What follows belongs to an exercise in optimizing a design on an open flow for small area, a short achievable clock period and few clock cycles per item; a production flow would make more cautious choices.
Only simulation tests tie the RTL to the original design; equivalence was not proved.
Power and IR drop assume default switching activity. No driver is modelled on the clock port, so clocking that relies on it looks cheaper here than on a real chip.

Setup of the baseline:
## local_mean_glare_binarizer
module local_mean_glare_binarizer (
  input  logic       clk,
  input  logic       rst_n,
  input  logic       in_valid,
  output logic       in_ready,
  input  logic [7:0] in_pixel,
  output logic       out_valid,
  input  logic       out_ready,
  output logic [5:0] out_row,
  output logic [6:0] out_col,
  output logic       out_is_white,
  output logic       out_frame_last,
  input  logic       cfg_we,
  input  logic       cfg_index,
  input  logic [8:0] cfg_data
);
For scale: ~6,800 flip-flops, about 40 I/O pins, ~210,000 µm² of cells after synthesis.
Settings: LEC_CHECK=0, CAP_MARGIN=20, CORE_MARGIN=2, CORE_UTILIZATION=60, CTS_BUF_LIST=sky130_fd_sc_hd__clkbuf_16, CTS_CLUSTER_DIAMETER=100, CTS_CLUSTER_SIZE=30, PLACE_DENSITY=0.7, SLEW_MARGIN=20, SYNTH_MEMORY_MAX_BITS=16384; clock period 10.0 ns.
standard.sh (not shown) runs the stock make flow with config.mk's settings and CLKGATE_MAP_FILE= SYNTH_SCRIPT=/design/flow/synth_recipe.tcl, a recipe that flattens the netlist after the stock synthesis.
==> flow/flow/run.sh <==
#!/bin/bash
# Own layout flow: the standard ORFS flow (standard.sh: unchanged synthesis, floorplan, power
# grid, placement, CTS and routing), with three settings changed:
#  - timing repair aims for setup slack of 6.65 ns at the 10 ns clock, so that paths are sized for
#    a ~3.35 ns cycle rather than left at whatever speed first meets 10 ns;
#  - ports are buffered with plain buf_4 cells rather than the flow's default choice;
set -euo pipefail
CTS="-sink_clustering_enable -repair_clock_nets -sink_clustering_size 30"
CTS="$CTS -sink_clustering_max_diameter 100 -buf_list sky130_fd_sc_hd__clkbuf_16 -dont_use_dummy_load"
bash standard.sh SETUP_SLACK_MARGIN=6.65 "BUFFER_PORTS_ARGS=-buffer_cell sky130_fd_sc_hd__buf_4" \
  "CTS_ARGS=$CTS" finish > standard_flow.log 2>&1
Testbench counts of the baseline, summed over its fixed seeds: cycles 49,236, items 49,152.
Inputs modified between the baseline and the candidate:
--- a/flow/design.v
+++ b/flow/design.v
@@ -233,39 +233,33 @@
     if (!rst_n) e4 <= 1'b0;
     else        e4 <= e3;
     dvs_r  <= dvs;
     dvc_r  <= dvc;
     b5_r   <= b4_r;
   end
   logic [DW-1:0]     psum;
   logic signed [9:0] x;
   assign psum = dvs_r + dvc_r;
   assign x    = $signed(psum[DW-1:DF]);
-  logic       xle30, xge220;
-  logic [7:0] xlo;
-  assign xle30  = (x <= 10'sd30);
-  assign xge220 = (x >= 10'sd220);
-  assign xlo    = x[7:0];
   logic [7:0] dark;
   for (genvar a = 0; a < 8; a++) begin : g_dark
     localparam int IDX = (a < 4) ? a : a + 1;
     logic [7:0] pv;
     assign pv = b5_r[IDX/3][IDX%3];
     assign dark[a] = (pv < lmgb_pkg::THR_LOW)
-                  || ((pv < lmgb_pkg::THR_HIGH) && (xge220 || (!xle30 && (pv < xlo))));
+                  || ((pv < lmgb_pkg::THR_HIGH) && ($signed({2'b00, pv}) < x));
   end
-  logic [7:0] cen, cm30;
+  logic [7:0] cen;
   logic       wng;
-  assign cen  = b5_r[1][1];
-  assign cm30 = cen - 8'd30;
-  assign wng  = (cen > 8'd250)
-             || ((cen > 8'd60) && (xle30 || (!xge220 && (cm30 > xlo))));
+  assign cen = b5_r[1][1];
+  assign wng = (cen > 8'd250)
+            || ((cen > 8'd60) && ($signed({3'b000, cen}) - 11'sd30 > 11'(x)));
   logic       e5;
   logic [7:0] dark_r;
   logic       glare_r, wng_r;
   always_ff @(posedge clk) begin
     if (!rst_n) e5 <= 1'b0;
     else        e5 <= e4;
     dark_r  <= dark;
     glare_r <= (cen > lmgb_pkg::GLARE_LEVEL);
     wng_r   <= wng;
   end
Results
In terms of insertion delay of the later-clocked pin in the worst-skew pair, the candidate and the baseline differ only marginally.
The final total power in the candidate was lower than what the baseline gave.
[compare] base=the baseline new=the candidate: post-route minimum period rose by 0.12 ns; cell-internal power did not really move; part of the total power dissipated in sequential elements grew by 0.3 points; fmax shrank by 9.5 MHz.
Between the candidate and the baseline, the final period utilization is higher for the candidate.
Summary of the comparison: final critical-path setup slack is lower in the candidate, relative to the baseline.
Post-cts sizing count: the candidate and the baseline compared, lower one is the baseline
The baseline → the candidate: area after synthesis essentially unchanged; post-route clock skew grew by 0.020 ns; final standard cell count with taps included and fillers excluded held.
Relative to the baseline, non-clock inverter instance count of the final layout has increased by 11 in the candidate.
Diff the baseline -> the candidate | clock-buffer cell count | down slightly
Testbench counts of the candidate, summed over its fixed seeds: cycles 49,236, items 49,152.

==> port drivers added, routing unchanged <==
How much do the figures lean on ideal ports? The routed layouts below were timed once more, with nothing changed but the port constraints.
Step 1 sets driving cells, clkbuf_16 on the clock port and buf_2 on the other inputs (assumed; they add their load-dependent delay and slew).
Step 2 moves the port delays by t, midway between the first and last clock arrival at a register: inputs arrive t later, outputs are due t later. That takes back most of the time a late clock gives input paths.
Slacks: no drivers / after step 1 / after step 2; pairs: no drivers / after step 1.
run | t, ns | setup slack, ns | slew at the worst register clock pin (ns)
the baseline | 0.996 | 6.562 / 6.461 / 5.832 | 0.12 / 0.12
the candidate | 0.981 | 6.445 / 6.427 / 5.944 | 0.11 / 0.11
After both steps every run listed still meets setup and hold. The setup slack of the baseline, which loses most, moves by -0.101 ns with the drivers and by -0.730 ns with both steps.
